Source: an optimization exercise on an open RTL-to-GDS flow (aim: small area). Production flows keep margins and buffers that such runs may drop.
The RTL was checked by simulation tests, not by an equivalence proof against the original design.
Power figures rest on the tool's default switching activity, not on a simulated workload.

==> design.v <==
`default_nettype none
package xmit_pkg;
    typedef logic [7:0] byte_t;
    typedef logic [8:0] buf_addr_t;
    typedef logic [15:0] crc_t;
    localparam byte_t PREAMBLE_BYTE = 8'h55;
    localparam byte_t SFD_BYTE      = 8'hd0;
    localparam byte_t FTYPE_NO_CRC  = 8'h30;
    localparam byte_t FTYPE_ACK_REQ = 8'h32;
    localparam int MAX_PAYLOAD  = 256;
    localparam int MAX_ATTEMPTS = 5;
endpackage
`default_nettype wire
`default_nettype none
module frame_assembler (
    input  logic            clk,
    input  logic            type_wr,
    input  xmit_pkg::byte_t xdata,
    output logic            type_no_crc,
    output logic            type_ack_req
);
    always_ff @(posedge clk) begin
        if (type_wr) begin
            type_no_crc  <= (xdata == xmit_pkg::FTYPE_NO_CRC);
            type_ack_req <= (xdata == xmit_pkg::FTYPE_ACK_REQ);
        end
    end
endmodule
`default_nettype wire
`default_nettype none
module frame_buffer #(
    parameter int BASE  = 3,     
    parameter int DEPTH = 259    
) (
    input  logic                clk,
    input  logic                rst,
    input  xmit_pkg::buf_addr_t addr,
    input  logic                wr_en,
    input  xmit_pkg::byte_t     wr_data,
    output xmit_pkg::byte_t     rd_data
);
    localparam int ROWS = (DEPTH + 15) / 16;
    logic            phase;
    xmit_pkg::byte_t wd;
    xmit_pkg::byte_t mem [0:DEPTH-1];
    logic [8:0]      idx;
    logic [15:0]     col;
    logic [ROWS-1:0] row;
    logic [ROWS-1:0] row_wr;
    xmit_pkg::byte_t row_rd [0:ROWS-1];
    xmit_pkg::byte_t acc;
    always_ff @(posedge clk) begin
        if (rst)
            phase <= 1'b0;
        else
            phase <= !phase;
    end
    assign wd  = wr_data ^ {8{phase}};
    assign idx = addr - 9'(BASE);
    always_comb begin
        for (int c = 0; c < 16; c++)
            col[c] = (idx[3:0] == 4'(c));
        for (int r = 0; r < ROWS; r++) begin
            row[r]    = (idx[8:4] == 5'(r));
            row_wr[r] = row[r] && wr_en;
        end
    end
    for (genvar k = 0; k < DEPTH; k++) begin : g_mem
        always_ff @(posedge clk)
            mem[k] <= ~((row_wr[k/16] && col[k%16]) ? wd : mem[k]);
    end
    always_comb begin
        for (int r = 0; r < ROWS; r++) begin
            row_rd[r] = '0;
            for (int c = 0; c < 16; c++)
                if (r * 16 + c < DEPTH)
                    row_rd[r] = row_rd[r] | (mem[r * 16 + c] & {8{col[c]}});
        end
        acc = '0;
        for (int r = 0; r < ROWS; r++)
            acc = acc | (row_rd[r] & {8{row[r]}});
        rd_data = acc ^ {8{phase}};
    end
endmodule
`default_nettype wire
`default_nettype none
module crc16_gen (
    input  logic            clk,
    input  logic            crc_clr,
    input  logic            crc_en,
    input  xmit_pkg::byte_t rd_data,
    output xmit_pkg::crc_t  crc
);
    localparam xmit_pkg::crc_t crc_poly = 16'h1021;
    localparam xmit_pkg::crc_t crc_init = 16'hffff;
    function automatic logic [15:0] crc_byte(input logic [15:0] c, input logic [7:0] d);
        logic [15:0] r;
        r = c ^ {d, 8'h00};
        for (int i = 0; i < 8; i++)
            r = r[15] ? ({r[14:0], 1'b0} ^ crc_poly) : {r[14:0], 1'b0};
        crc_byte = r;
    endfunction
    always_ff @(posedge clk) begin
        if (crc_clr)
            crc <= crc_init;
        else if (crc_en)
            crc <= crc_byte(crc, rd_data);
    end
endmodule
`default_nettype wire
`default_nettype none
module medium_timer #(
    parameter int difs_ticks = 16,
    parameter int slot_ticks = 4,
    parameter int ack_ticks  = 64
) (
    input  logic clk,
    input  logic rst,
    input  logic tick,
    input  logic start_difs,
    input  logic start_backoff,
    input  logic start_ack,
    output logic timer_expired
);
    localparam int MAX_WAIT = (ack_ticks > difs_ticks + 15 * slot_ticks) ?
                              ack_ticks : difs_ticks + 15 * slot_ticks;
    localparam int CW = bits_for(MAX_WAIT);
    function automatic int bits_for(input int v);
        int n;
        n = 1;
        while ((v >> n) != 0)
            n++;
        bits_for = n;
    endfunction
    logic [15:0]   lfsr;
    logic [CW-1:0] count;
    logic          active;
    always_ff @(posedge clk) begin
        if (rst) begin
            lfsr          <= 16'hace1;
            active        <= 1'b0;
            timer_expired <= 1'b0;
        end else begin
            lfsr          <= {lfsr[14:0], lfsr[15] ^ lfsr[13] ^ lfsr[12] ^ lfsr[10]};
            timer_expired <= 1'b0;
            if (start_difs || start_backoff || start_ack) begin
                active <= 1'b1;
            end else if (active && tick && count <= CW'(1)) begin
                active        <= 1'b0;
                timer_expired <= 1'b1;
            end
        end
    end
    always_ff @(posedge clk) begin
        if (start_ack)
            count <= CW'(ack_ticks);
        else if (start_backoff)
            count <= CW'(difs_ticks) + CW'(lfsr[3:0]) * CW'(slot_ticks);
        else if (start_difs)
            count <= CW'(difs_ticks);
        else if (active && tick && count > CW'(1))
            count <= count - CW'(1);
    end
endmodule
`default_nettype wire
`default_nettype none
module xmit_controller #(
    parameter int preamble_len = 2
) (
    input  logic                clk,
    input  logic                rst,
    input  logic                xvalid,
    input  logic                xsend,
    output logic                xrdy,
    output logic                xbusy,
    input  logic                cardet,
    input  logic                ack_received,
    input  logic                mx_rdy,
    output logic                mx_valid,
    output logic [3:0]          xerrcnt,
    output logic                mem_wr,
    output logic                mac_sel,
    output logic                type_wr,
    output xmit_pkg::buf_addr_t buf_addr,
    output xmit_pkg::buf_addr_t rd_addr,
    input  logic                type_no_crc,
    input  logic                type_ack_req,
    output logic                crc_clr,
    output logic                crc_en,
    output logic                crc_hi,
    output logic                crc_lo,
    output logic                start_difs,
    output logic                start_backoff,
    output logic                start_ack,
    input  logic                timer_expired
);
    localparam xmit_pkg::buf_addr_t crc_first = xmit_pkg::buf_addr_t'(preamble_len + 1);
    localparam xmit_pkg::buf_addr_t last_addr =
        xmit_pkg::buf_addr_t'(preamble_len + 3 + xmit_pkg::MAX_PAYLOAD);
    typedef enum logic [3:0] {
        LOAD_PRE, IDLE, LOAD_MAC, LOAD_TYPE, LOAD_DATA,
        SEND_FETCH, SEND_DATA, SEND_CRC_HI, SEND_CRC_LO, WAIT_MEDIUM, WAIT_ACK
    } state_t;
    state_t              state, next;
    xmit_pkg::buf_addr_t wr_ptr;    
    xmit_pkg::buf_addr_t rd_last;   
    xmit_pkg::buf_addr_t rd_next;
    logic [2:0]          attempt_ct;
    logic                sending;
    logic                rd_en;
    logic                at_end;
    logic                take;
    logic                frame_end;
    logic                give_up;
    logic                retry;
    assign sending  = (state == SEND_FETCH) || (state == SEND_DATA) ||
                      (state == SEND_CRC_HI) || (state == SEND_CRC_LO);
    assign xrdy     = (state == IDLE) || (state == LOAD_TYPE) || (state == LOAD_DATA);
    assign mx_valid = ((state == SEND_DATA) || (state == SEND_CRC_HI) ||
                       (state == SEND_CRC_LO)) && !cardet;
    assign take     = mx_valid && mx_rdy;
    assign crc_hi   = (state == SEND_CRC_HI);
    assign crc_lo   = (state == SEND_CRC_LO);
    assign crc_clr  = (state == SEND_FETCH);
    assign crc_en   = (state == SEND_DATA) && take && (rd_last >= crc_first);
    assign mem_wr   = (xrdy && xvalid) || (state == LOAD_MAC);
    assign mac_sel  = (state == LOAD_MAC);
    assign type_wr  = (state == LOAD_TYPE) && xvalid;
    assign rd_next  = rd_last + 9'd1;
    assign at_end   = (rd_next == wr_ptr);
    assign buf_addr = sending ? rd_last : wr_ptr;
    assign rd_addr  = rd_last;
    always_ff @(posedge clk) begin
        if (rst) begin
            state      <= LOAD_PRE;
            wr_ptr     <= '0;
            attempt_ct <= '0;
            xbusy      <= 1'b0;
            xerrcnt    <= '0;
        end else begin
            state <= next;
            if (frame_end)
                wr_ptr <= '0;
            else if (state == LOAD_PRE || mem_wr)
                wr_ptr <= wr_ptr + 9'd1;
            if (state == IDLE)
                attempt_ct <= '0;
            if (retry)
                attempt_ct <= attempt_ct + 3'd1;
            if (state == IDLE && xvalid)
                xbusy <= 1'b1;
            else if (frame_end)
                xbusy <= 1'b0;
            if (give_up && xerrcnt != 4'hf)
                xerrcnt <= xerrcnt + 4'd1;
        end
    end
    always_ff @(posedge clk) begin
        if (!sending || (sending && cardet))
            rd_last <= '1;
        else if (rd_en)
            rd_last <= rd_next;
    end
    always_comb begin
        next          = state;
        rd_en         = 1'b0;
        start_difs    = 1'b0;
        start_backoff = 1'b0;
        start_ack     = 1'b0;
        frame_end     = 1'b0;
        give_up       = 1'b0;
        retry         = 1'b0;
        case (state)
            LOAD_PRE: begin
                if (wr_ptr == xmit_pkg::buf_addr_t'(preamble_len))
                    next = IDLE;
            end
            IDLE: begin
                if (xvalid)
                    next = LOAD_MAC;
            end
            LOAD_MAC: begin
                next = LOAD_TYPE;
            end
            LOAD_TYPE: begin
                if (xvalid)
                    next = LOAD_DATA;
            end
            LOAD_DATA: begin
                if (xvalid && (xsend || wr_ptr == last_addr))
                    next = SEND_FETCH;
            end
            SEND_FETCH: begin
                rd_en = 1'b1;
                next  = SEND_DATA;
            end
            SEND_DATA: begin
                if (mx_rdy) begin
                    if (at_end) begin
                        if (type_no_crc) begin
                            frame_end = 1'b1;
                            next      = LOAD_PRE;
                        end else begin
                            next = SEND_CRC_HI;
                        end
                    end else begin
                        rd_en = 1'b1;
                    end
                end
            end
            SEND_CRC_HI: begin
                if (take)
                    next = SEND_CRC_LO;
            end
            SEND_CRC_LO: begin
                if (take) begin
                    if (type_ack_req) begin
                        start_ack = 1'b1;
                        next      = WAIT_ACK;
                    end else begin
                        frame_end = 1'b1;
                        next      = LOAD_PRE;
                    end
                end
            end
            WAIT_MEDIUM: begin
                if (timer_expired) begin
                    if (cardet) begin
                        start_backoff = 1'b1;
                    end else begin
                        next = SEND_FETCH;
                    end
                end
            end
            WAIT_ACK: begin
                if (ack_received) begin
                    frame_end = 1'b1;
                    next      = LOAD_PRE;
                end else if (timer_expired) begin
                    if (attempt_ct < 3'(xmit_pkg::MAX_ATTEMPTS)) begin
                        retry = 1'b1;
                        next  = SEND_FETCH;
                    end else begin
                        give_up   = 1'b1;
                        frame_end = 1'b1;
                        next      = LOAD_PRE;
                    end
                end
            end
            default: begin
                frame_end = 1'b1;
                next      = LOAD_PRE;
            end
        endcase
        if (sending && cardet) begin
            next       = WAIT_MEDIUM;
            rd_en      = 1'b0;
            start_difs = 1'b1;
            frame_end  = 1'b0;
        end
    end
endmodule
`default_nettype wire
`default_nettype none
module xmit_top #(
    parameter int preamble_len = 2,
    parameter int difs_ticks   = 16,
    parameter int slot_ticks   = 4,
    parameter int ack_ticks    = 64
) (
    input  logic       clk,
    input  logic       rst,
    input  logic       xvalid,
    input  logic       xsend,
    input  xmit_pkg::byte_t      xdata,
    output logic       xrdy,
    input  xmit_pkg::byte_t      mac,
    input  logic       cardet,
    input  logic       ack_received,
    input  logic       tick,
    input  logic       mx_rdy,
    output logic       mx_valid,
    output xmit_pkg::byte_t      mx_data,
    output logic       xbusy,
    output logic [3:0] xerrcnt
);
    logic                mem_wr;
    logic                mac_sel;
    logic                type_wr;
    xmit_pkg::buf_addr_t buf_addr;
    xmit_pkg::buf_addr_t rd_addr;
    xmit_pkg::byte_t     wr_data;
    xmit_pkg::byte_t     mem_data;
    xmit_pkg::byte_t     rd_byte;
    logic                type_no_crc;
    logic                type_ack_req;
    logic                crc_clr;
    logic                crc_en;
    logic                crc_hi;
    logic                crc_lo;
    xmit_pkg::crc_t      crc;
    logic                start_difs;
    logic                start_backoff;
    logic                start_ack;
    logic                timer_expired;
    xmit_controller #(
        .preamble_len(preamble_len)
    ) xmit_controller_inst (
        .clk(clk), .rst(rst),
        .xvalid(xvalid), .xsend(xsend), .xrdy(xrdy), .xbusy(xbusy),
        .cardet(cardet), .ack_received(ack_received),
        .mx_rdy(mx_rdy), .mx_valid(mx_valid), .xerrcnt(xerrcnt),
        .mem_wr(mem_wr), .mac_sel(mac_sel), .type_wr(type_wr),
        .buf_addr(buf_addr), .rd_addr(rd_addr),
        .type_no_crc(type_no_crc), .type_ack_req(type_ack_req),
        .crc_clr(crc_clr), .crc_en(crc_en), .crc_hi(crc_hi), .crc_lo(crc_lo),
        .start_difs(start_difs), .start_backoff(start_backoff), .start_ack(start_ack),
        .timer_expired(timer_expired)
    );
    frame_assembler frame_assembler_inst (
        .clk(clk), .type_wr(type_wr), .xdata(xdata),
        .type_no_crc(type_no_crc), .type_ack_req(type_ack_req)
    );
    assign wr_data = mac_sel ? mac : xdata;
    frame_buffer #(
        .BASE(preamble_len + 1),
        .DEPTH(3 + xmit_pkg::MAX_PAYLOAD)
    ) frame_buffer_inst (
        .clk(clk), .rst(rst),
        .addr(buf_addr), .wr_en(mem_wr), .wr_data(wr_data),
        .rd_data(mem_data)
    );
    always_comb begin
        if (rd_addr < xmit_pkg::buf_addr_t'(preamble_len))
            rd_byte = xmit_pkg::PREAMBLE_BYTE;
        else if (rd_addr == xmit_pkg::buf_addr_t'(preamble_len))
            rd_byte = xmit_pkg::SFD_BYTE;
        else
            rd_byte = mem_data;
    end
    crc16_gen crc16_gen_inst (
        .clk(clk), .crc_clr(crc_clr), .crc_en(crc_en), .rd_data(rd_byte), .crc(crc)
    );
    assign mx_data = crc_hi ? crc[15:8] : crc_lo ? crc[7:0] : rd_byte;
    medium_timer #(
        .difs_ticks(difs_ticks),
        .slot_ticks(slot_ticks),
        .ack_ticks(ack_ticks)
    ) medium_timer_inst (
        .clk(clk), .rst(rst),
        .tick(tick), .start_difs(start_difs), .start_backoff(start_backoff),
        .start_ack(start_ack), .timer_expired(timer_expired)
    );
endmodule
`default_nettype wire
==> run.sh <==
#!/bin/bash
# synth_recipe.tcl (not shown) runs the flow's synth.tcl, then flattens the netlist and writes it again
# the make line also repeats each setting of config.mk as NAME=value (left out here)
make -C /OpenROAD-flow-scripts/flow DESIGN_CONFIG=/design/flow/config.mk WORK_HOME=/design/flow/orfs CLKGATE_MAP_FILE= SYNTH_SCRIPT=/design/flow/synth_recipe.tcl finish
==> config.mk <==
export PLATFORM = sky130hd
export DESIGN_NAME = xmit_top
export DESIGN_NICKNAME = xmit_top
export VERILOG_FILES = /design/flow/design.v
export SDC_FILE = /design/flow/constraint.sdc
export NUM_CORES = 4
export LEC_CHECK = 0
export CAP_MARGIN = 20
export CORE_MARGIN = 2
export CORE_UTILIZATION = 40
export SLEW_MARGIN = 20
==> constraint.sdc <==
create_clock -name core_clock -period 8.0 [get_ports {clk}]
set_input_delay 1.6000 -clock core_clock [delete_from_list [all_inputs] [get_ports {clk}]]
set_output_delay 1.6000 -clock core_clock [all_outputs]
set_load 0.01 [all_outputs]
==> key figures, run 1 <==
Setup path
  • CP bufs+invs: 6
  • Crit path largest cell delay: 0.48 ns
  • Worst r2r src: xmit_controller_inst.state[2]
  • Critical Path RT: 6.40 ns
  • Worst-path cell chain: o21ai_4 > a21oi_1 > a21oi_4 > buf_12 > nor4_2 > buf_12 > nand2_4 > buf_4 > a21oi_1 > a221oi_1 > o2111ai_1 > o31ai_1 > buf_4 > o2111ai_1 > or3_4 > a31oi_4 > buf_4 > a21oi_1 > mux2_2 > clkdlybuf4s50_1
  • CP arrival: 6.46 ns
  • Critical path's top delay family: compound AO/OA/AOI/OAI gates
  • CP Max Fanout: 37
  • Crit path kind: reg -> out
  • Critical Path Source Type: flip-flop
  • Type of destination of the critical path: output pin
  • Worst path slowest cell: clkdlybuf4s50_1
  • Worst Setup SP: xmit_controller_inst.state[0]

CTS
  • CTS clk-pin slew, worst paths: 0.06 ns
  • CTS tree: built
  • Longest Clk Path Bufs: 3
  • Clock sink total: 2146
  • Root buffer cell: clkbuf_16
  • Num CTS Buffers: 222
  • Hold buffers post-CTS: 0
  • Htree depth: 4
  • Worst-skew pair later-pin latency: 0.95 ns

Die
  • Top Ports: 39
  • Die Footprint: 218000 um2
  • Die W: 467 um
  • Row count: 169
  • Die span in y: 467 um
  • Core area: 213000 um2
  • Starting Density: 0.403

Job
  • Max-cap violations: 0

Yosys
  • Number of synthesized register bits: 2146
  • Share of flip-flops with an asynchronous set or reset: 0
  • Post-synth top area share: 0.501
  • Post-Syn Area: 85700 um2
  • Cell with the most instances after synthesis: dfxtp_1
  • Post-Syn Nets: 8742
  • Distinct cells, synth: 102
  • Commonest cells post-synth: 2144 x dfxtp_1, 1552 x mux2i_1, 1030 x nor2_1
  • Seq/Total Area, Yosys: 0.502
  • Ys Warns: 8
  • Synth area leaders: dfxtp_1 50%, mux2i_1 18%, a21oi_1 5.5%
  • Cells after Synth: 8708
  • Post-synth EDFFs: 2
  • Avg Inst Size Synth: 9.84 um2
  • Synth area leader: dfxtp_1
  • Post-synth top flop: dfxtp_1

Run status
  • Fail Reasons: negative setup slack
  • Status: failed layout checks

Drt
  • Vias: 77900
  • Via density: 6.45
  • Drt wl/cell: 36.3 um
  • Initial DRC Count: 11800
  • Final wirelength: 438000 um
  • DRC viols: 0
  • Detail Route Antenna Nets: 0
  • DRT Pass-1 Iters: 9

Pwr
  • Switch Pwr: 19.1 mW
  • Comb pwr share: 0.432
  • Pleak: 35.9 nW
  • Internal: 23.5 mW
  • Clock Power Share: 0.254
  • PD cells: 411 nW/um2
  • Sequential power share: 0.314
  • Sw frac: 0.448
  • Pwr Total: 42.6 mW
  • Max IR drop VDD: 0.333 mV

Layout
  • Share of layout cells above drive strength 1: 0.165
  • NumNets Final: 9095
  • Syn-to-layout area delta: 21.0%

GRT
  • Pin count of the biggest net entering global routing: 141
  • Number of global-route vias before repair: 71800
  • First-pass GRT wire length: 595000 um
  • GRT Residual Overflow: 0
  • Gr usage total: 0.387
  • Initial antenna violation count: 41

Hold path
  • Hold Crit Class: reg -> reg
  • Hold Crit Start: medium_timer_inst.lfsr[6]

Timing
  • Crit share post-route: 1.01
  • Relative slew margins: 0.154
  • Worst-margin pin slew: 1.27 ns
  • Post-layout min period: 8.06 ns
  • Max Freq: 0.124 GHz
  • Final Skew: 0.0948 ns
  • Setup WS post-layout: -0.0614 ns
  • Fin. Hold Viols: 0
  • Slew Limit Fails: 0
  • # setup viols final: 2
  • Hold Slack: 0.414 ns
  • RSZ-0062 raised after global routing: true

Placed design
  • GP Congestion: 1.04
  • DP HPWL: 296000 um
  • Port bufs: 38
[routing by layer]
layer  share of wire  GRT usage
met5         0.00041          0
met4           0.080      0.257
met3            0.13      0.111
met2            0.40      0.549
met1            0.39      0.509
[sequential cells by signal (all words and copies together), names as in the netlist, 3 cells and up]
signal	count
crc16_gen_inst.crc	16
frame_buffer_inst.mem	2072
medium_timer_inst.count	7
medium_timer_inst.lfsr	16
xmit_controller_inst.attempt_ct	3
xmit_controller_inst.rd_last	9
xmit_controller_inst.state	4
xmit_controller_inst.wr_ptr	9
xmit_controller_inst.xerrcnt	4
[final cells by class]
cell class / instances / area [um2]
antenna: 14 / 35.0
clock buffer: 325 / 6460
clock inverter: 79 / 1120
fill: 19500 / 109000
inverter: 17 / 63.8
multi-input combinational: 5841 / 41700
sequential: 2146 / 43000
tap: 2821 / 3530
timing repair buffer: 833 / 7780
[final timing paths]
path,cells past startpoint,to,slack [ns]
setup / recovery,20,mx_data[2],-0.06
setup reg to reg,23,crc16_gen_inst.crc[5],2.24
hold / removal,1,medium_timer_inst.lfsr[7],0.41
hold reg to reg,1,medium_timer_inst.lfsr[7],0.41
[cell families (layout without fill, tap and decap cells)]
kind of cell,count (synthesis),count (layout),synth area share
adders and majority gates,10,10,0.00146
and+or+nand+nor,1905,1906,0.0949
buffers and inverters,723,1254,0.0344
xor gates and xnor gates,71,71,0.00743
DFF,2146,2146,0.502
AOI/OAI and AO/OA,2245,2246,0.171
other,0,14,0
muxes,1608,1608,0.189
[cell usage in the layout, fill, tap and decap left out, types with 36 or more instances in the layout]
cell type / count
nand2_1: 421
buf_12: 86
a22o_1: 100
clkbuf_8: 52
mux2i_1: 1546
o211ai_1: 36
buf_6: 40
buf_4: 655
nand4_1: 38
nor2_1: 959
clkinv_2: 38
a221oi_1: 67
and3_1: 48
mux2_2: 49
clkbuf_16: 225
nor2_2: 50
nor3_1: 45
dfxtp_1: 2136
clkbuf_1: 51
a21oi_1: 928
a31oi_1: 40
o22ai_1: 106
a22oi_1: 386
a211oi_1: 45
nand3_1: 148
o21ai_0: 136
[stage by stage]
stage               TNS (ns)  area, um2  cells  utilization  setup slack (ns)
CTS                   -0.111     102000  12000        0.482            -0.110
floorplan                  0      85700   8708            -              2.44
detailed placement    -0.633      93300  11500        0.439            -0.396
global placement      -0.670      93100  11500        0.438            -0.426
global route          -0.116     104000  12100        0.488           -0.0555
finish               -0.0732     104000  12100        0.488           -0.0614
[what timing repair did]
action | in CTS | in global routing
setup buffers | 82 | 52
pin swaps | 46 | 47
gates cloned | 2 | 4
setup endpoints to repair | 8 | 8
resized for setup | 158 | 122
[power groups by stage]
stage / Clock (mW) / Combinational [mW] / Sequential, mW
2_1_floorplan: 0 / 6.32 / 13.2
3_3_place_gp: 0 / 15.7 / 13.5
3_5_place_dp: 0 / 15.8 / 13.5
4_1_cts: 10.8 / 16.6 / 13.3
5_1_grt: 11.3 / 17.8 / 13.6
6_report: 10.8 / 18.4 / 13.4
==> run 2, diff against run 1 <==
--- a/design.v
+++ b/design.v
@@ -29,24 +29,25 @@
 `default_nettype wire
 `default_nettype none
 module frame_buffer #(
-    parameter int BASE  = 3,     
     parameter int DEPTH = 259    
 ) (
     input  logic                clk,
     input  logic                rst,
-    input  xmit_pkg::buf_addr_t addr,
+    input  xmit_pkg::buf_addr_t wr_addr,
     input  logic                wr_en,
     input  xmit_pkg::byte_t     wr_data,
+    input  xmit_pkg::buf_addr_t rd_addr,
     output xmit_pkg::byte_t     rd_data
 );
-    localparam int ROWS = (DEPTH + 15) / 16;
+    localparam int ROWS = (DEPTH + 31) / 32;
     logic            phase;
+    logic            shift;
+    logic            hold;
     xmit_pkg::byte_t wd;
     xmit_pkg::byte_t mem [0:DEPTH-1];
-    logic [8:0]      idx;
-    logic [15:0]     col;
+    logic [8:0]      place;
+    logic [31:0]     col;
     logic [ROWS-1:0] row;
-    logic [ROWS-1:0] row_wr;
     xmit_pkg::byte_t row_rd [0:ROWS-1];
     xmit_pkg::byte_t acc;
     always_ff @(posedge clk) begin
@@ -55,26 +56,28 @@
         else
             phase <= !phase;
     end
-    assign wd  = wr_data ^ {8{phase}};
-    assign idx = addr - 9'(BASE);
-    always_comb begin
-        for (int c = 0; c < 16; c++)
-            col[c] = (idx[3:0] == 4'(c));
-        for (int r = 0; r < ROWS; r++) begin
-            row[r]    = (idx[8:4] == 5'(r));
-            row_wr[r] = row[r] && wr_en;
-        end
-    end
-    for (genvar k = 0; k < DEPTH; k++) begin : g_mem
+    assign wd    = wr_data ^ {8{phase}};
+    assign shift = wr_en;
+    assign hold  = !wr_en;
+    always_ff @(posedge clk)
+        mem[0] <= ~((wd | {8{hold}}) & ({8{shift}} | mem[0]));
+    for (genvar k = 1; k < DEPTH; k++) begin : g_mem
         always_ff @(posedge clk)
-            mem[k] <= ~((row_wr[k/16] && col[k%16]) ? wd : mem[k]);
+            mem[k] <= ~((mem[k-1] | {8{hold}}) & ({8{shift}} | mem[k]));
+    end
+    assign place = wr_addr + ~rd_addr;
+    always_comb begin
+        for (int c = 0; c < 32; c++)
+            col[c] = (place[4:0] == 5'(c));
+        for (int r = 0; r < ROWS; r++)
+            row[r] = (place[8:5] == 4'(r));
     end
     always_comb begin
         for (int r = 0; r < ROWS; r++) begin
             row_rd[r] = '0;
-            for (int c = 0; c < 16; c++)
-                if (r * 16 + c < DEPTH)
-                    row_rd[r] = row_rd[r] | (mem[r * 16 + c] & {8{col[c]}});
+            for (int c = 0; c < 32; c++)
+                if (r * 32 + c < DEPTH)
+                    row_rd[r] = row_rd[r] | (mem[r * 32 + c] & {8{col[c]}});
         end
         acc = '0;
         for (int r = 0; r < ROWS; r++)
@@ -181,8 +184,9 @@
     output logic                mem_wr,
     output logic                mac_sel,
     output logic                type_wr,
-    output xmit_pkg::buf_addr_t buf_addr,
+    output xmit_pkg::buf_addr_t wr_addr,
     output xmit_pkg::buf_addr_t rd_addr,
+    output logic                rd_en,
     input  logic                type_no_crc,
     input  logic                type_ack_req,
     output logic                crc_clr,
@@ -194,7 +198,7 @@
     output logic                start_ack,
     input  logic                timer_expired
 );
-    localparam xmit_pkg::buf_addr_t crc_first = xmit_pkg::buf_addr_t'(preamble_len + 1);
+    localparam xmit_pkg::buf_addr_t crc_first = xmit_pkg::buf_addr_t'(preamble_len + 2);
     localparam xmit_pkg::buf_addr_t last_addr =
         xmit_pkg::buf_addr_t'(preamble_len + 3 + xmit_pkg::MAX_PAYLOAD);
     typedef enum logic [3:0] {
@@ -203,11 +207,9 @@
     } state_t;
     state_t              state, next;
     xmit_pkg::buf_addr_t wr_ptr;    
-    xmit_pkg::buf_addr_t rd_last;   
-    xmit_pkg::buf_addr_t rd_next;
+    xmit_pkg::buf_addr_t rd_ptr;    
     logic [2:0]          attempt_ct;
     logic                sending;
-    logic                rd_en;
     logic                at_end;
     logic                take;
     logic                frame_end;
@@ -222,14 +224,13 @@
     assign crc_hi   = (state == SEND_CRC_HI);
     assign crc_lo   = (state == SEND_CRC_LO);
     assign crc_clr  = (state == SEND_FETCH);
-    assign crc_en   = (state == SEND_DATA) && take && (rd_last >= crc_first);
+    assign crc_en   = (state == SEND_DATA) && take && (rd_ptr >= crc_first);
     assign mem_wr   = (xrdy && xvalid) || (state == LOAD_MAC);
     assign mac_sel  = (state == LOAD_MAC);
     assign type_wr  = (state == LOAD_TYPE) && xvalid;
-    assign rd_next  = rd_last + 9'd1;
-    assign at_end   = (rd_next == wr_ptr);
-    assign buf_addr = sending ? rd_last : wr_ptr;
-    assign rd_addr  = rd_last;
+    assign at_end   = (rd_ptr == wr_ptr);
+    assign wr_addr  = wr_ptr;
+    assign rd_addr  = rd_ptr;
     always_ff @(posedge clk) begin
         if (rst) begin
             state      <= LOAD_PRE;
@@ -256,10 +257,10 @@
         end
     end
     always_ff @(posedge clk) begin
-        if (!sending || (sending && cardet))
-            rd_last <= '1;
+        if (!sending || cardet)
+            rd_ptr <= '0;
         else if (rd_en)
-            rd_last <= rd_next;
+            rd_ptr <= rd_ptr + 9'd1;
     end
     always_comb begin
         next          = state;
@@ -387,8 +388,10 @@
     logic                mem_wr;
     logic                mac_sel;
     logic                type_wr;
-    xmit_pkg::buf_addr_t buf_addr;
+    xmit_pkg::buf_addr_t wr_addr;
     xmit_pkg::buf_addr_t rd_addr;
+    logic                rd_en;
+    xmit_pkg::byte_t     rd_data;
     xmit_pkg::byte_t     wr_data;
     xmit_pkg::byte_t     mem_data;
     xmit_pkg::byte_t     rd_byte;
@@ -411,7 +414,7 @@
         .cardet(cardet), .ack_received(ack_received),
         .mx_rdy(mx_rdy), .mx_valid(mx_valid), .xerrcnt(xerrcnt),
         .mem_wr(mem_wr), .mac_sel(mac_sel), .type_wr(type_wr),
-        .buf_addr(buf_addr), .rd_addr(rd_addr),
+        .wr_addr(wr_addr), .rd_addr(rd_addr), .rd_en(rd_en),
         .type_no_crc(type_no_crc), .type_ack_req(type_ack_req),
         .crc_clr(crc_clr), .crc_en(crc_en), .crc_hi(crc_hi), .crc_lo(crc_lo),
         .start_difs(start_difs), .start_backoff(start_backoff), .start_ack(start_ack),
@@ -423,11 +426,10 @@
     );
     assign wr_data = mac_sel ? mac : xdata;
     frame_buffer #(
-        .BASE(preamble_len + 1),
         .DEPTH(3 + xmit_pkg::MAX_PAYLOAD)
     ) frame_buffer_inst (
         .clk(clk), .rst(rst),
-        .addr(buf_addr), .wr_en(mem_wr), .wr_data(wr_data),
+        .wr_addr(wr_addr), .wr_en(mem_wr), .wr_data(wr_data), .rd_addr(rd_addr),
         .rd_data(mem_data)
     );
     always_comb begin
@@ -438,10 +440,13 @@
         else
             rd_byte = mem_data;
     end
+    always_ff @(posedge clk)
+        if (rd_en)
+            rd_data <= rd_byte;
     crc16_gen crc16_gen_inst (
-        .clk(clk), .crc_clr(crc_clr), .crc_en(crc_en), .rd_data(rd_byte), .crc(crc)
+        .clk(clk), .crc_clr(crc_clr), .crc_en(crc_en), .rd_data(rd_data), .crc(crc)
     );
-    assign mx_data = crc_hi ? crc[15:8] : crc_lo ? crc[7:0] : rd_byte;
+    assign mx_data = crc_hi ? crc[15:8] : crc_lo ? crc[7:0] : rd_data;
     medium_timer #(
         .difs_ticks(difs_ticks),
         .slot_ticks(slot_ticks),
==> flow/run.sh (new file) <==
#!/bin/bash
# Own layout flow: the standard synthesis, then an area-oriented re-mapping
# of the combinational logic only (every register instance is kept as it is,
# with its name and cell), then the standard layout steps on that netlist.
# Each tool's full output goes to a log file of its own in the work folder.
set -euo pipefail
W=$PWD
R=$W/orfs/results/$FLOW_PLATFORM/xmit_top/base
LIB=$FLOW_HOME/platforms/$FLOW_PLATFORM/lib/sky130_fd_sc_hd__tt_025C_1v80.lib

# 1. standard synthesis (netlist and its odb)
bash standard.sh synth > $W/flow_1_synth.log 2>&1
cp $R/1_2_yosys.v $W/std_synth.v

# 2. re-map the combinational logic for area
FFS=$(grep -o 'sky130_fd_sc_hd__[a-z0-9_]*' $W/std_synth.v | sort -u | grep -E '__(dfxtp|dfxbp|dfrtp|dfstp|dfrbp|dfsbp|dfbbp|dfbbn|dfrtn|edfxtp|edfxbp|sdf|dlx|dlr)' | tr '\n' ' ')
sed -e "s#@LIB@#$LIB#g" -e "s#@IN@#$W/std_synth.v#g" -e "s#@OUT@#$W/remap.v#g" \
    -e "s#@FFS@#$FFS#g" -e "s#@ABC@#$W/flow/remap.abc#g" $W/flow/remap.ys > $W/remap_run.ys
sed -e "s#@LIB@#$LIB#g" -e "s#@OUT@#$W/remap.v#g" -e "s#@MAP@#$W/flow/mux2i_map.v#g" $W/flow/fix.ys > $W/fix_run.ys
yosys -s $W/remap_run.ys > $W/flow_2_remap.log 2>&1
yosys -s $W/fix_run.ys > $W/flow_2_fix.log 2>&1

# 3. the layout from the re-mapped netlist
cp $W/remap.v $R/1_2_yosys.v
rm -f $R/1_synth.odb $R/1_synth.sdc
bash standard.sh synth > $W/flow_3_synth_odb.log 2>&1
bash standard.sh > $W/flow_4_layout.log 2>&1
==> flow/fix.ys (new file) <==
# pass 2: read the re-mapped netlist against the cell library, tidy it up as ORFS's synthesis does
read_liberty -lib @LIB@
read_verilog @OUT@.tmp.v
hierarchy -check -top xmit_top
techmap -map @MAP@
opt_merge -share_all
opt_clean -purge
hilomap -singleton -hicell sky130_fd_sc_hd__conb_1 HI -locell sky130_fd_sc_hd__conb_1 LO
splitnets
opt_clean -purge
insbuf -buf sky130_fd_sc_hd__buf_4 A X
rename -enumerate
tee -o @OUT@.stat.txt stat -liberty @LIB@
check -assert -mapped
write_verilog -noattr -noexpr -nohex -nodec @OUT@
==> flow/mux2i_map.v (new file) <==
module \sky130_fd_sc_hd__mux2i_1 (input A0, input A1, input S, output Y);
    wire sn;
    \sky130_fd_sc_hd__inv_1 _inv_ (.A(S), .Y(sn));
    \sky130_fd_sc_hd__o22ai_1 _o22ai_ (.A1(A1), .A2(sn), .B1(A0), .B2(S), .Y(Y));
endmodule
==> flow/remap.abc (new file) <==
strash
dc2
dch -f
&get -n
&nf -a -R 1000
&put
==> flow/remap.ys (new file) <==
# pass 1: flatten the combinational cells into logic (registers stay cells) and re-map them
read_liberty -ignore_miss_func @LIB@
read_verilog @IN@
hierarchy -check -top xmit_top
blackbox @FFS@
flatten
opt -purge
abc -liberty @LIB@ -dont_use *probe* -dont_use *lpflow* -script @ABC@
opt_clean -purge
select -module xmit_top
write_verilog -noattr -noexpr -nohex -nodec -selected @OUT@.tmp.v
==> standard.sh (new file) <==
#!/bin/bash
# synth_recipe.tcl (not shown) runs the flow's synth.tcl, then flattens the netlist and writes it again
# the make line also repeats each setting of config.mk as NAME=value (left out here)
make -C /OpenROAD-flow-scripts/flow DESIGN_CONFIG=/design/flow/config.mk WORK_HOME=/design/flow/orfs CLKGATE_MAP_FILE= SYNTH_SCRIPT=/design/flow/synth_recipe.tcl "${@:-finish}"
--- a/config.mk
+++ b/config.mk
@@ -7,5 +7,9 @@
 export LEC_CHECK = 0
 export CAP_MARGIN = 20
 export CORE_MARGIN = 2
-export CORE_UTILIZATION = 40
+export CORE_UTILIZATION = 55
+export CTS_BUF_LIST = sky130_fd_sc_hd__clkbuf_16
+export CTS_CLUSTER_DIAMETER = 80
+export CTS_CLUSTER_SIZE = 24
+export PLACE_DENSITY = 0.65
 export SLEW_MARGIN = 20
removed: run.sh
==> run 2 against run 1 <==
Against the previous run: critical path type is now reg -> reg; fmax up 33%; the run now finishes clean; final area shrank 26%; critical endpoint is now rd_data[1]; synthesized cell count shrank 30%; sequential cell count grew 8; sequential power rose by 65%; sequential share of layout area up 15 points; clock skew is 0.058 ns lower.
==> key figures, run 2 <==
Hold path
  • Hold Crit Start: medium_timer_inst.lfsr[9]
  • Hold Crit Class: reg -> reg

Yosys
  • Avg Inst Size Synth: 11.3 um2
  • Post-Syn Area: 69300 um2
  • Ys Warns: 8
  • Post-Syn Nets: 6142
  • Cells after Synth: 6118

Die
  • Top Ports: 39
  • Row count: 130
  • Die Footprint: 129000 um2
  • Die W: 359 um
  • Die span in y: 359 um
  • Core area: 125000 um2
  • Starting Density: 0.553

Placed design
  • GP Congestion: 0.908
  • Place WS: 2.17 ns
  • Area after DPL: 73500 um2
  • Port bufs: 38
  • Placed Instances: 7961
  • DP HPWL: 143000 um

Drt
  • Initial DRC Count: 9986
  • Drt wl/cell: 30.5 um
  • DRT Pass-1 Iters: 10
  • Detail Route Antenna Nets: 0
  • Final wirelength: 246000 um
  • Via density: 7.51
  • Vias: 60700
  • DRC viols: 0

Timing
  • Post-layout min period: 6.04 ns
  • Fin. Hold Viols: 0
  • Crit share post-route: 0.755
  • Relative slew margins: 0.120
  • Slew Limit Fails: 0
  • Worst-margin pin slew: 1.32 ns
  • RSZ-0062 raised after global routing: false
  • Max Freq: 0.166 GHz
  • # setup viols final: 0
  • Final Skew: 0.0371 ns
  • Setup WS post-layout: 1.96 ns
  • Final TNS setup: 0 ns
  • Hold Slack: 0.426 ns

CTS
  • Longest Clk Path Bufs: 3
  • Htree depth: 3
  • CTS tree: built
  • Worst-skew pair later-pin latency: 0.76 ns
  • Post-CTS sizing: 0
  • CTS clk-pin slew, worst paths: 0.10 ns
  • Hold buffers post-CTS: 0
  • Clock sink total: 2154
  • Num CTS Buffers: 102
  • Postcts setup bufs: 0
  • Root buffer cell: clkbuf_16

Pwr
  • Max IR drop VDD: 0.673 mV
  • Pwr Total: 44.2 mW
  • PD cells: 578 nW/um2
  • Pleak: 27.2 nW

Setup path
  • CP arrival: 6.52 ns
  • Worst r2r src: xmit_controller_inst.wr_ptr[0]
  • Worst Setup SP: xmit_controller_inst.wr_ptr[0]
  • Crit path largest cell delay: 0.79 ns
  • Critical Path Source Type: flip-flop
  • Worst path slowest cell: nor3_1
  • Type of destination of the critical path: flip-flop
  • Worst-path cell chain: clkinv_1 > nor2_1 > maj3_1 > nand3_1 > and3_1 > nor2_1 > nor2_2 > buf_4 > nand2_1 > nor2_4 > buf_12 > a22o_1 > a221oi_1 > nand4_1 > nor3_1 > o22ai_1 > nor2_1 > o2111ai_1 > inv_1 > o22ai_1
  • CP Max Fanout: 44
  • Crit path kind: reg -> reg
  • Critical Path RT: 8.48 ns
  • Most used cell, CP: nor2_1

Layout
  • Reg with most FFs: frame_buffer_inst.mem
  • Max reg flops: 2072
  • Share of layout cells above drive strength 1: 0.0497
  • Final Cell Area: 76400 um2
  • Syn-to-layout area delta: 10.3%
  • NumNets Final: 6440
  • Most frequent cells in the layout: 2143 x dfxtp_1, 2117 x o22ai_1, 476 x a22oi_1, 173 x a221oi_1, 164 x a22o_1
  • Largest registers: frame_buffer_inst.mem x2072, crc16_gen_inst.crc x16, medium_timer_inst.lfsr x16
  • Commonest non-fill, non-tap cell in the layout: dfxtp_1
  • Filler cells: 10600
  • Final core occ: 0.610
  • Non-Filler Instances: 8088
  • ANT cells: 0

GRT
  • Gr usage total: 0.364
  • Number of global-route vias before repair: 55100
  • First-pass GRT wire length: 365000 um
  • GRT Residual Overflow: 0
  • Initial antenna violation count: 1
  • Pin count of the biggest net entering global routing: 268

Run status
  • Status: finished clean

Job
  • Max-cap violations: 0
## run 2: where the power goes
part / switching, mW / internal, mW
logic: 10.1 / 6.03
registers: 5.20 / 16.9
clock network: 3.44 / 2.46
## run 2: final cells by class
class | instances | area [um2] | area share
clock buffers | 106 | 2650 | 0.0347
well taps | 1650 | 2060 | 0.0270
flip-flops and latches | 2154 | 43200 | 0.566
clock inverters | 20 | 209 | 0.00273
multi-input cells | 3940 | 26200 | 0.343
repair buffers | 198 | 1990 | 0.0260
inverters | 20 | 82.6 | 0.00108
## run 2: critical path, delay by kind of cell (launching register included)
family,cells,cell delay [ns]
AO/OA/AOI/OAI,5,1.13
adder cells (fa/ha/maj),1,0.44
buffers and inverters,4,0.89
flip-flops,1,0.36
AND/OR/NAND/NOR,10,2.83
## run 2: metal layers
layer	share of wire	up-vias	routed length (um)	track usage
met3	0.12	651	29100	0.0753
met4	0.045	2	11000	0.135
li1	-	26800	-	-
met2	0.43	3607	105000	0.537
met1	0.41	29700	101000	0.526
met5	0.000073	-	18	0
## run 2: final timing paths
| path | endpoint | slack [ns] | cells after the start |
|---|---|---|---|
| setup / recovery | rd_data[1] | 1.96 | 20 |
| setup reg to reg | rd_data[1] | 1.96 | 20 |
| hold / removal | medium_timer_inst.lfsr[10] | 0.43 | 1 |
| hold reg to reg | medium_timer_inst.lfsr[10] | 0.43 | 1 |
==> run 3, diff against run 2 <==
--- a/config.mk
+++ b/config.mk
@@ -9,7 +9,7 @@
 export CORE_MARGIN = 2
 export CORE_UTILIZATION = 55
 export CTS_BUF_LIST = sky130_fd_sc_hd__clkbuf_16
-export CTS_CLUSTER_DIAMETER = 80
-export CTS_CLUSTER_SIZE = 24
+export CTS_CLUSTER_DIAMETER = 90
+export CTS_CLUSTER_SIZE = 27
 export PLACE_DENSITY = 0.65
 export SLEW_MARGIN = 20
==> run 3 against run 2 <==
Against the previous run: sequential share of layout area rose by 0.30 points; non-clock buffer count rose by 1; first-iteration DRC count fell by 1.5%; fmax fell by 0.39%; critical path type unchanged; sequential cell count did not move; final area fell by 0.53%; power fell by 1.1%; combinational power barely moved; clock skew fell by 0.0069 ns; clock-buffer cell count fell by 14; still clean; largest cell class unchanged; critical path depth fell by 3.
==> key figures, run 3 <==
GRT
  • First-pass GRT wire length: 364000 um
  • Number of global-route vias before repair: 54900
  • Pin count of the biggest net entering global routing: 268
  • Initial antenna violation count: 1
  • GRT Residual Overflow: 0
  • Gr usage total: 0.363

Die
  • Starting Density: 0.553
  • Core area: 125000 um2
  • Die W: 359 um
  • Die Footprint: 129000 um2
  • Row count: 130
  • Top Ports: 39
  • Die span in y: 359 um

Timing
  • Final TNS setup: 0 ns
  • Max Freq: 0.165 GHz
  • # setup viols final: 0
  • Worst-margin pin slew: 1.27 ns
  • Relative slew margins: 0.152
  • RSZ-0062 raised after global routing: false
  • Crit share post-route: 0.758
  • Hold Slack: 0.430 ns
  • Post-layout min period: 6.07 ns
  • Final Skew: 0.0302 ns
  • Slew Limit Fails: 0
  • Fin. Hold Viols: 0

Setup path
  • CP arrival: 6.55 ns
  • Crit path kind: reg -> reg
  • R2R Path End: rd_data[6]
  • R2R Setup Slk: 1.93 ns
  • Worst-path cell chain: clkinv_1 > nor2_1 > maj3_1 > nand3_1 > and3_1 > nor2_1 > nor2_2 > buf_4 > nand2_1 > nor2_4 > buf_4 > a222oi_1 > nand3_1 > nor4_1 > o22ai_1 > nor4_1 > mux2_1
  • Worst Setup SP: xmit_controller_inst.wr_ptr[0]
  • Crit path largest cell delay: 0.69 ns
  • Critical path's top delay family: simple AND/OR/NAND/NOR gates
  • Worst path slowest cell: nor4_1
  • Type of destination of the critical path: flip-flop
  • Critical Path RT: 8.49 ns
  • Critical Path Source Type: flip-flop
  • CP Max Fanout: 21
  • Critical path depth: 17
  • R2R depth: 17
  • CP bufs+invs: 3
  • Worst r2r src: xmit_controller_inst.wr_ptr[0]

CTS
  • Worst-skew pair later-pin latency: 0.74 ns
  • Longest Clk Path Bufs: 3
  • Htree depth: 3
  • Post-CTS sizing: 0
  • Num CTS Buffers: 90
  • CTS tree: built
  • Root buffer cell: clkbuf_16
  • Hold buffers post-CTS: 0
  • Clock sink total: 2154
  • CTS clk-pin slew, worst paths: 0.11 ns
  • Postcts setup bufs: 0

Yosys
  • Post-Syn Nets: 6142
  • Cells after Synth: 6118
  • Avg Inst Size Synth: 11.3 um2
  • Ys Warns: 8
  • Post-Syn Area: 69300 um2

Layout
  • Reg with most FFs: frame_buffer_inst.mem
  • Commonest non-fill, non-tap cell in the layout: dfxtp_1
  • NumNets Final: 6429
  • Final core occ: 0.607
  • Most frequent cells in the layout: 2143 x dfxtp_1, 2117 x o22ai_1, 476 x a22oi_1, 173 x a221oi_1, 164 x a22o_1
  • Filler cells: 10600
  • ANT cells: 0
  • Largest registers: frame_buffer_inst.mem x2072, crc16_gen_inst.crc x16, medium_timer_inst.lfsr x16
  • Final Cell Area: 76000 um2
  • Share of layout cells above drive strength 1: 0.0469
  • Syn-to-layout area delta: 9.74%
  • Max reg flops: 2072

Hold path
  • Hold depth: 1
  • Hold Crit Class: reg -> reg
  • Hold Crit Start: medium_timer_inst.lfsr[9]
  • Endpoint, Worst Hold: medium_timer_inst.lfsr[10]

Pwr
  • Pleak: 27.0 nW
  • Pwr Total: 43.7 mW
  • Max IR drop VDD: 0.741 mV
  • PD cells: 575 nW/um2

Drt
  • DRC viols: 0
  • Drt wl/cell: 30.4 um
  • Vias: 60700
  • DRT Pass-1 Iters: 10
  • Via density: 7.52
  • Detail Route Antenna Nets: 0
  • Final wirelength: 246000 um
  • Initial DRC Count: 9839

Placed design
  • DP HPWL: 143000 um
  • Area after DPL: 73500 um2
  • GP Congestion: 0.908
  • Port bufs: 38

Job
  • Max-cap violations: 0

Run status
  • Status: finished clean
-- run 3: area by class of cell --
cell class | instances | area, um2 | share of cell area
Sequential cell | 2154 | 43200 | 0.569
Multi-Input combinational cell | 3940 | 26200 | 0.345
Clock buffer | 92 | 2300 | 0.0303
Tap cell | 1650 | 2060 | 0.0272
Timing Repair Buffer | 199 | 2010 | 0.0264
Clock inverter | 17 | 135 | 0.00178
Inverter | 20 | 82.6 | 0.00109
-- run 3: stage by stage --
stage,instances,setup slack [ns]
floorplan,6118,-210.94
global placement,7960,2.19
detailed placement,7961,2.17
CTS,8070,2.13
global route,8072,1.69
finish,8072,1.93
-- run 3: worst max path at each step --
| stage | end | slack (ns) |
|---|---|---|
| after detailed placement | rd_data[6] | 2.17 |
| after global routing | rd_data[3] | 1.69 |
| after CTS | rd_data[6] | 2.13 |
| final | rd_data[6] | 1.93 |
| after global placement | rd_data[3] | 2.19 |
| after floorplan | frame_buffer_inst.mem[100][0] | -210.94 |
-- run 3: power by group --
| group | switching, mW | internal [mW] | leakage (nW) |
|---|---|---|---|
| Combinational | 10.1 | 6.03 | 7.64 |
| Clock | 3.36 | 2.10 | 1.23 |
| Sequential | 5.20 | 16.9 | 18.2 |
| Total | 18.7 | 25.0 | 27.0 |
-- run 3: worst register-to-register path: stages, from the launching register on --
cell	delay, ns
dfxtp_1	0.36
clkinv_1	0.17
nor2_1	0.46
maj3_1	0.44
nand3_1	0.18
and3_1	0.27
nor2_1	0.17
nor2_2	0.06
buf_4	0.26
nand2_1	0.38
nor2_4	0.25
buf_4	0.34
a222oi_1	0.49
nand3_1	0.13
nor4_1	0.69
o22ai_1	0.26
nor4_1	0.52
mux2_1	0.40
-- run 3: per-layer routing --
metal	up-vias	track usage	part of all wire
met5	-	0	0.000045
met3	672	0.0735	0.12
met2	3693	0.534	0.42
li1	26800	-	-
met4	2	0.138	0.045
met1	29500	0.525	0.41
==> run 4, diff against run 3 <==
--- a/config.mk
+++ b/config.mk
@@ -5,11 +5,12 @@
 export SDC_FILE = /design/flow/constraint.sdc
 export NUM_CORES = 4
 export LEC_CHECK = 0
+export ABC_AREA = 1
 export CAP_MARGIN = 20
 export CORE_MARGIN = 2
-export CORE_UTILIZATION = 55
+export CORE_UTILIZATION = 65
 export CTS_BUF_LIST = sky130_fd_sc_hd__clkbuf_16
 export CTS_CLUSTER_DIAMETER = 90
 export CTS_CLUSTER_SIZE = 27
-export PLACE_DENSITY = 0.65
+export PLACE_DENSITY = 0.72
 export SLEW_MARGIN = 20
==> run 4 against run 3 <==
Against the previous run: register-to-register slack better by 0.30 ns; power is 5.9% lower; clock-buffer cell count is 1 higher; synthesized cell count is 0.15% lower; setup slack better by 0.30 ns; hold slack better by 0.010 ns; die area is 15% lower; area after synthesis is 0.18% lower; critical path depth is 2 higher; sequential power hardly changed; non-clock buffer count is 24 lower; critical endpoint is now rd_data[3]; largest power group unchanged.
==> key figures, run 4 <==
Run status
  • Status: finished clean

Setup path
  • Critical path depth: 19
  • Crit path largest cell delay: 0.48 ns
  • Crit path kind: reg -> reg
  • Worst Setup SP: xmit_controller_inst.rd_ptr[1]
  • Type of destination of the critical path: flip-flop
  • Worst-path cell chain: nand2b_1 > a21oi_1 > a21oi_1 > maj3_1 > xnor2_2 > buf_4 > nor3_2 > buf_4 > buf_4 > a22o_1 > a221oi_1 > nand3_1 > nor4_1 > o22ai_1 > nor2_1 > o221ai_1 > or3_1 > o21ai_0 > a21oi_1
  • CP arrival: 6.21 ns
  • CP Max Fanout: 33
  • Critical path's top delay family: simple AND/OR/NAND/NOR gates
  • CP bufs+invs: 3
  • R2R depth: 19
  • Worst r2r src: xmit_controller_inst.rd_ptr[1]
  • Critical Path RT: 8.44 ns
  • Critical Path Source Type: flip-flop
  • Worst path slowest cell: maj3_1

CTS
  • Post-CTS sizing: 0
  • CTS tree: built
  • Postcts setup bufs: 0
  • Hold buffers post-CTS: 0
  • Worst-skew pair later-pin latency: 0.74 ns
  • CTS clk-pin slew, worst paths: 0.11 ns
  • Num CTS Buffers: 89
  • Longest Clk Path Bufs: 3
  • Root buffer cell: clkbuf_16
  • Clock sink total: 2154
  • Htree depth: 3

Timing
  • Crit share post-route: 0.721
  • Fin. Hold Viols: 0
  • Slew Limit Fails: 0
  • Final Skew: 0.0360 ns
  • Final TNS setup: 0 ns
  • Post-layout min period: 5.77 ns
  • RSZ-0062 raised after global routing: false
  • Max Freq: 0.173 GHz
  • # setup viols final: 0
  • Relative slew margins: 0.222
  • Worst-margin pin slew: 1.17 ns

Drt
  • Final wirelength: 226000 um
  • DRC viols: 0
  • Drt wl/cell: 29.1 um
  • Detail Route Antenna Nets: 0
  • DRT Pass-1 Iters: 19
  • Via density: 7.73
  • Vias: 60200
  • Initial DRC Count: 9715

Job
  • Max-cap violations: 0

Placed design
  • Port bufs: 38
  • GP Congestion: 0.882
  • DP HPWL: 126000 um

Yosys
  • Ys Warns: 8
  • Avg Inst Size Synth: 11.3 um2
  • Cells after Synth: 6109
  • Post-Syn Nets: 6133
  • Post-Syn Area: 69200 um2

GRT
  • GRT Residual Overflow: 0
  • Number of global-route vias before repair: 54500
  • Initial antenna violation count: 3
  • First-pass GRT wire length: 337000 um
  • Pin count of the biggest net entering global routing: 252
  • Gr usage total: 0.398

Pwr
  • Pleak: 26.7 nW
  • Sequential power share: 0.533
  • Pwr Total: 41.1 mW
  • Sw frac: 0.410
  • Max IR drop VDD: 0.463 mV
  • Switch Pwr: 16.9 mW
  • Comb pwr share: 0.338
  • Internal: 24.3 mW
  • Clock Power Share: 0.129
  • PD cells: 548 nW/um2

Layout
  • Reg with most FFs: frame_buffer_inst.mem
  • Footprint of the multi-input gates: 26000 um2
  • Most frequent cells in the layout: 2143 x dfxtp_1, 2100 x o22ai_1, 706 x a22oi_1, 182 x nand4_1, 163 x a221oi_1
  • Register Area: 43200 um2
  • Syn-to-layout area delta: 8.59%
  • Filler cells: 7903
  • Largest registers: frame_buffer_inst.mem x2072, crc16_gen_inst.crc x16, medium_timer_inst.lfsr x16
  • Share of layout cells above drive strength 1: 0.0424
  • NumNets Final: 6395
  • Max reg flops: 2072
  • Commonest non-fill, non-tap cell in the layout: dfxtp_1

Die
  • Starting Density: 0.656
  • Die W: 330 um
  • Core area: 105000 um2
  • Top Ports: 39
  • Row count: 119
  • Die span in y: 330 um
  • Die Footprint: 109000 um2

Hold path
  • Hold Crit Start: medium_timer_inst.lfsr[14]
  • Hold depth: 1
  • Hold Crit Class: reg -> reg
==> run 4: metrics by stage <==
stage               utilization  cell area (um2)  instances  worst slack, ns  hold WS (ns)
floorplan                     -            69200       6109           -54.30         0.391
global placement          0.690            72700       7671             2.48         0.394
detailed placement        0.690            72700       7671             2.45         0.407
CTS                       0.712            75100       7777             2.41         0.444
global route              0.712            75100       7777             2.04         0.447
finish                    0.712            75100       7780             2.23         0.440
==> run 4: cell type report <==
| cell class | count | area share |
|---|---|---|
| well taps | 1391 | 0.0232 |
| clock buffers | 93 | 0.0310 |
| repair buffers | 175 | 0.0218 |
| clock inverters | 13 | 0.000833 |
| diodes | 3 | 0.000100 |
| inverters | 11 | 0.000650 |
| multi-input cells | 3940 | 0.347 |
| flip-flops and latches | 2154 | 0.576 |
==> run 4: routing by layer <==
layer  global-route usage  vias to the layer above  part of all wire
met5                    0                        -          0.000057
met4                0.182                        2             0.056
met3               0.0867                      861              0.13
met2                0.580                     3857              0.42
met1                0.566                    28900              0.39
li1                     -                    26600                 -
==> run 4: worst paths after layout <==
path | to | slack [ns]
setup / recovery | rd_data[3] | 2.23
hold / removal | medium_timer_inst.lfsr[15] | 0.44
setup reg to reg | rd_data[3] | 2.23
hold reg to reg | medium_timer_inst.lfsr[15] | 0.44
==> run 4: power by group through the flow <==
stage / clock [mW] / combinational, mW / sequential [mW]
floorplan: 0 / 10.4 / 20.4
global placement: 0 / 12.9 / 21.8
detailed placement: 0 / 13.4 / 21.8
CTS: 5.33 / 13.4 / 21.7
global route: 5.66 / 14.9 / 22.5
finish: 5.32 / 13.9 / 21.9
==> run 5, diff against run 4 <==
--- a/config.mk
+++ b/config.mk
@@ -5,7 +5,6 @@
 export SDC_FILE = /design/flow/constraint.sdc
 export NUM_CORES = 4
 export LEC_CHECK = 0
-export ABC_AREA = 1
 export CAP_MARGIN = 20
 export CORE_MARGIN = 2
 export CORE_UTILIZATION = 65
==> run 5 against run 4 <==
Against the previous run: synthesized cell count up 0.15%; cell count about the same; clock-buffer cell count did not move; global-route usage is 1.1 points higher; non-clock buffer count decreased by 3; still clean; via count grew 1.4%; hold slack worse by 0.011 ns; combinational power rose by 15%; wire length increased by 2.9%; sequential power hardly changed; power up 5.8%; critical path type unchanged; sequential share of layout area is 0.33 points lower.
==> key figures, run 5 <==
Run status
  • Status: finished clean

Drt
  • Detail Route Antenna Nets: 0
  • Via density: 7.83
  • Initial DRC Count: 10900
  • Final wirelength: 233000 um
  • Vias: 61000
  • DRT Pass-1 Iters: 11
  • Drt wl/cell: 29.9 um
  • DRC viols: 0

Setup path
  • Worst-path cell chain: clkinv_1 > nor2_1 > maj3_1 > nand3_1 > and3_1 > nor2_1 > nor2_2 > buf_4 > nand2_1 > nor2_4 > buf_12 > a22o_1 > a221oi_1 > nand4_1 > nor3_1 > o22ai_1 > o21bai_1 > nor4_1 > xor2_1 > o21ai_0
  • Worst Setup SP: xmit_controller_inst.wr_ptr[0]
  • Worst path slowest cell: nor3_1
  • Crit path largest cell delay: 0.51 ns
  • Crit path kind: reg -> reg
  • R2R Path End: rd_data[2]
  • R2R depth: 20
  • Critical Path Source Type: flip-flop
  • Type of destination of the critical path: flip-flop
  • Critical Path RT: 8.45 ns
  • R2R Setup Slk: 2.14 ns
  • Worst r2r src: xmit_controller_inst.wr_ptr[0]
  • CP Max Fanout: 48
  • Most used cell, CP: nor2_1
  • CP arrival: 6.32 ns

CTS
  • Worst-skew pair later-pin latency: 0.73 ns
  • CTS tree: built
  • Longest Clk Path Bufs: 3
  • Clock sink total: 2154
  • Root buffer cell: clkbuf_16
  • Postcts setup bufs: 0
  • Num CTS Buffers: 89
  • Hold buffers post-CTS: 0
  • Post-CTS sizing: 0
  • Htree depth: 3
  • CTS clk-pin slew, worst paths: 0.11 ns

Timing
  • Fin. Hold Viols: 0
  • RSZ-0062 raised after global routing: false
  • Hold Slack: 0.429 ns
  • # setup viols final: 0
  • Setup WS post-layout: 2.14 ns
  • Relative slew margins: 0.185
  • Final TNS setup: 0 ns
  • Final Skew: 0.0322 ns
  • Worst-margin pin slew: 1.21 ns
  • Post-layout min period: 5.86 ns
  • Slew Limit Fails: 0
  • Max Freq: 0.171 GHz
  • Crit share post-route: 0.733

GRT
  • First-pass GRT wire length: 344000 um
  • Gr usage total: 0.408
  • Initial antenna violation count: 5
  • GRT Residual Overflow: 0
  • Number of global-route vias before repair: 54300
  • Pin count of the biggest net entering global routing: 260

Pwr
  • Pwr Total: 43.5 mW
  • Pleak: 26.9 nW
  • Max IR drop VDD: 0.580 mV
  • PD cells: 576 nW/um2

Layout
  • Largest registers: frame_buffer_inst.mem x2072, crc16_gen_inst.crc x16, medium_timer_inst.lfsr x16
  • Register Area: 43200 um2
  • Filler cells: 7941
  • Footprint of the multi-input gates: 26200 um2
  • Max reg flops: 2072
  • Share of layout cells above drive strength 1: 0.0426
  • NumNets Final: 6401
  • Commonest non-fill, non-tap cell in the layout: dfxtp_1
  • Final core occ: 0.715
  • Most frequent cells in the layout: 2144 x dfxtp_1, 2117 x o22ai_1, 476 x a22oi_1, 173 x a221oi_1, 164 x a22o_1
  • Reg with most FFs: frame_buffer_inst.mem
  • Syn-to-layout area delta: 9.02%

Yosys
  • Avg Inst Size Synth: 11.3 um2
  • Post-Syn Area: 69300 um2
  • Cells after Synth: 6118
  • Ys Warns: 8
  • Post-Syn Nets: 6142

Die
  • Die W: 330 um
  • Die span in y: 330 um
  • Die Footprint: 109000 um2
  • Row count: 119
  • Core area: 106000 um2
  • Top Ports: 39
  • Starting Density: 0.656

Hold path
  • Endpoint, Worst Hold: medium_timer_inst.lfsr[6]
  • Hold Crit Start: medium_timer_inst.lfsr[5]
  • Hold Crit Class: reg -> reg
  • Hold depth: 1

Placed design
  • DP HPWL: 135000 um
  • Place WS: 2.29 ns
  • GP Congestion: 0.933
  • Port bufs: 38

Job
  • Max-cap violations: 0
[run 5: power breakdown]
| part | total [mW] | leakage [nW] | internal (mW) | switching [mW] |
|---|---|---|---|---|
| Combinational | 16.0 | 7.52 | 6.01 | 10.0 |
| Sequential | 22.1 | 18.2 | 16.9 | 5.23 |
| Clock | 5.35 | 1.20 | 2.10 | 3.25 |
| Total | 43.5 | 26.9 | 25.0 | 18.5 |
[run 5: worst max path at each step]
| stage | end | slack (ns) | cells after the start |
|---|---|---|---|
| final | rd_data[2] | 2.14 | 20 |
| after global routing | rd_data[2] | 1.91 | 20 |
| after CTS | rd_data[6] | 2.29 | 19 |
| after detailed placement | rd_data[6] | 2.29 | 19 |
| after global placement | rd_data[3] | 2.44 | 19 |
| after floorplan | frame_buffer_inst.mem[100][0] | -210.94 | 4 |
[run 5: per-layer routing]
layer / vias to the layer above / GRT usage / part of all wire
met3: 864 / 0.0943 / 0.13
met5: - / 0 / 0.000056
met1: 29300 / 0.587 / 0.40
li1: 26700 / - / -
met4: 2 / 0.182 / 0.054
met2: 4106 / 0.587 / 0.42
[run 5: metrics by stage]
| stage | instances | cell area, um2 |
|---|---|---|
| 2_1_floorplan | 6118 | 69300 |
| 3_3_place_gp | 7676 | 73100 |
| 3_5_place_dp | 7676 | 73100 |
| 4_1_cts | 7779 | 75500 |
| 5_1_grt | 7780 | 75500 |
| 6_report | 7787 | 75500 |
[run 5: area by class of cell]
cell class                 count  share of cell area
tap                         1391              0.0230
inverter                      20             0.00109
clock inverter                10            0.000779
sequential                  2154               0.572
antenna                        7            0.000232
multi-input combinational   3940               0.347
clock buffer                  93              0.0308
timing repair buffer         172              0.0244
[run 5: critical path, delay by kind of cell, from the launching register on]
kind	cells	cell delay, ns
simple gates	10	2.79
compound gates	5	0.99
fa+ha+maj	1	0.45
xor+xnor	1	0.20
buf+inv	3	0.71
flops	1	0.35
==> run 6, diff against run 5 <==
--- a/flow/run.sh
+++ b/flow/run.sh
@@ -24,4 +24,5 @@
 cp $W/remap.v $R/1_2_yosys.v
 rm -f $R/1_synth.odb $R/1_synth.sdc
 bash standard.sh synth > $W/flow_3_synth_odb.log 2>&1
-bash standard.sh > $W/flow_4_layout.log 2>&1
+# after global routing, ORFS's power recovery downsizes gates that have slack
+RECOVER_POWER=100 bash standard.sh > $W/flow_4_layout.log 2>&1
--- a/config.mk
+++ b/config.mk
@@ -7,9 +7,9 @@
 export LEC_CHECK = 0
 export CAP_MARGIN = 20
 export CORE_MARGIN = 2
-export CORE_UTILIZATION = 65
+export CORE_UTILIZATION = 55
 export CTS_BUF_LIST = sky130_fd_sc_hd__clkbuf_16
 export CTS_CLUSTER_DIAMETER = 90
 export CTS_CLUSTER_SIZE = 27
-export PLACE_DENSITY = 0.72
+export PLACE_DENSITY = 0.65
 export SLEW_MARGIN = 20
==> run 6 against run 5 <==
Against the previous run: the layout now fails its checks (max-capacitance violations, max-slew violations); sequential share of layout area is 0.28 points lower; fmax decreased by 14%; combinational power hardly changed; utilization down 11 points; sequential cell count stayed put; cell count grew 3.7%; power is 0.62% higher; clock skew decreased by 0.0020 ns; critical path type unchanged; critical endpoint is now rd_data[5]; largest cell class unchanged; highest routed layer unchanged.
==> key figures, run 6 <==
Setup path
  • Most used cell, CP: nor2_1
  • Worst path slowest cell: clkbuf_2
  • Type of destination of the critical path: flip-flop
  • CP Max Fanout: 31
  • Critical Path RT: 8.57 ns
  • Critical Path Source Type: flip-flop
  • Crit path kind: reg -> reg
  • CP arrival: 7.38 ns
  • Worst-path cell chain: clkinv_1 > nor2_1 > maj3_1 > nand3_1 > nand3_1 > nor2_1 > nor2_2 > buf_4 > nor2_1 > clkbuf_2 > buf_4 > a22o_1 > a221oi_1 > nand3_1 > nor4_1 > nor2_1 > or3_1 > nor3_1 > inv_1 > o22ai_1
  • Crit path largest cell delay: 0.95 ns

Timing
  • Final TNS setup: 0 ns
  • Crit share post-route: 0.851
  • Worst-margin pin slew: 4.04 ns
  • RSZ-0062 raised after global routing: false
  • Final Skew: 0.0302 ns
  • Slew Limit Fails: 1369
  • Relative slew margins: -1.69
  • Fin. Hold Viols: 0
  • Post-layout min period: 6.81 ns
  • Max Freq: 0.147 GHz
  • # setup viols final: 0
  • Setup WS post-layout: 1.19 ns

Pwr
  • Clock Power Share: 0.125
  • Internal: 25.1 mW
  • Sw frac: 0.427
  • PD cells: 577 nW/um2
  • Max IR drop VDD: 0.737 mV
  • Pleak: 27.0 nW
  • Comb pwr share: 0.370
  • Switch Pwr: 18.7 mW
  • Sequential power share: 0.505

Layout
  • Max reg flops: 2072
  • Syn-to-layout area delta: 9.56%
  • Reg with most FFs: frame_buffer_inst.mem
  • NumNets Final: 6429
  • Footprint of the multi-input gates: 26200 um2
  • Register Area: 43200 um2
  • Largest registers: frame_buffer_inst.mem x2072, crc16_gen_inst.crc x16, medium_timer_inst.lfsr x16
  • Filler cells: 10600
  • Non-Filler Instances: 8075
  • Share of layout cells above drive strength 1: 0.0447
  • Commonest non-fill, non-tap cell in the layout: dfxtp_1
  • Most frequent cells in the layout: 2143 x dfxtp_1, 2117 x o22ai_1, 476 x a22oi_1, 173 x a221oi_1, 164 x a22o_1

GRT
  • Gr usage total: 0.363
  • Number of global-route vias before repair: 54900
  • Initial antenna violation count: 1
  • GRT Residual Overflow: 0
  • Pin count of the biggest net entering global routing: 268
  • First-pass GRT wire length: 364000 um

Yosys
  • Ys Warns: 8
  • Post-Syn Area: 69300 um2
  • Avg Inst Size Synth: 11.3 um2
  • Post-Syn Nets: 6142
  • Cells after Synth: 6118

Die
  • Die W: 359 um
  • Row count: 130
  • Die span in y: 359 um
  • Top Ports: 39
  • Die Footprint: 129000 um2
  • Starting Density: 0.553
  • Core area: 125000 um2

Job
  • Max-cap violations: 18

CTS
  • CTS tree: built
  • Htree depth: 3
  • Num CTS Buffers: 90
  • Hold buffers post-CTS: 0
  • Longest Clk Path Bufs: 3
  • Root buffer cell: clkbuf_16
  • Clock sink total: 2154
  • CTS clk-pin slew, worst paths: 0.11 ns
  • Postcts setup bufs: 0
  • Worst-skew pair later-pin latency: 0.74 ns
  • Post-CTS sizing: 0

Drt
  • Via density: 7.50
  • DRC viols: 0
  • Initial DRC Count: 9923
  • Vias: 60600
  • DRT Pass-1 Iters: 9
  • Detail Route Antenna Nets: 0
  • Final wirelength: 246000 um
  • Drt wl/cell: 30.4 um

Placed design
  • Placed Instances: 7961
  • DP HPWL: 143000 um
  • Place WS: 2.17 ns
  • GP Congestion: 0.908
  • Port bufs: 38

Hold path
  • Hold Crit Class: reg -> reg

Run status
  • Status: failed layout checks
  • Fail Reasons: max-capacitance violations, max-slew violations
run 6: worst max-delay path: cells and delay by family, from the launching register on:
kind | cells | cell delay, ns
simple gates | 11 | 2.92
buf+inv | 5 | 2.16
compound gates | 3 | 0.69
fa+ha+maj | 1 | 0.44
flops | 1 | 0.36
run 6: power by group through the flow:
stage,clock (mW),sequential (mW),combinational (mW)
finish,5.47,22.1,16.2
global route,5.86,22.8,17.3
CTS,5.49,21.9,15.6
detailed placement,0,22.1,15.6
global placement,0,22.1,15.2
floorplan,0,20.5,9.26
run 6: area by class of cell:
class                   instances  share of cell area
repair buffers                199              0.0250
well taps                    1650              0.0272
diodes                          3           0.0000989
inverters                      20             0.00109
multi-input cells            3940               0.345
clock buffers                  92              0.0303
clock inverters                17             0.00178
flip-flops and latches       2154               0.569
run 6: final timing paths:
check,endpoint,startpoint,slack [ns],depth (start not counted)
hold reg to reg,medium_timer_inst.lfsr[10],medium_timer_inst.lfsr[9],0.43,1
hold / removal,medium_timer_inst.lfsr[10],medium_timer_inst.lfsr[9],0.43,1
setup / recovery,rd_data[5],xmit_controller_inst.wr_ptr[0],1.19,20
setup reg to reg,rd_data[5],xmit_controller_inst.wr_ptr[0],1.19,20
run 6: metal layers:
metal	GRT usage	wire length (um)	up-vias
met3	0.0735	28100	639
met1	0.525	102000	29600
met4	0.138	10700	2
met2	0.534	105000	3551
met5	0	11	-
li1	-	-	26800
run 6: stage by stage:
| step | power (mW) | util | area [um2] | hold WS (ns) |
|---|---|---|---|---|
| after floorplan | 29.7 | - | 69300 | 0.391 |
| after global placement | 37.3 | 0.587 | 73500 | 0.399 |
| after detailed placement | 37.7 | 0.587 | 73500 | 0.407 |
| after CTS | 43.0 | 0.607 | 76000 | 0.436 |
| after global routing | 45.9 | 0.606 | 75900 | 0.448 |
| final | 43.8 | 0.606 | 75900 | 0.429 |

==> afterwards: timing with drivers on the ports <==
How much do the figures lean on ideal ports? The routed layouts below were timed once more, with nothing changed but the port constraints.
Step 1 assumes that a clkbuf_16 drives the clock port and a buf_2 every other input.
Step 2 also shifts input and output timing later by t, the mid clock arrival at the registers, as if the neighbouring blocks saw the same clock.
Three values: no drivers, after step 1, after step 2; two values: the first two.
run	t, ns	setup slack, ns
run 1	0.996	-0.061 / -0.155 / 0.841
run 2	0.818	1.958 / 1.958 / 1.958
run 3	0.800	1.934 / 1.934 / 1.934
run 4	0.798	2.231 / 2.231 / 2.231
run 5	0.798	2.139 / 2.139 / 2.139
run 6	0.799	1.190 / 1.190 / 0.469
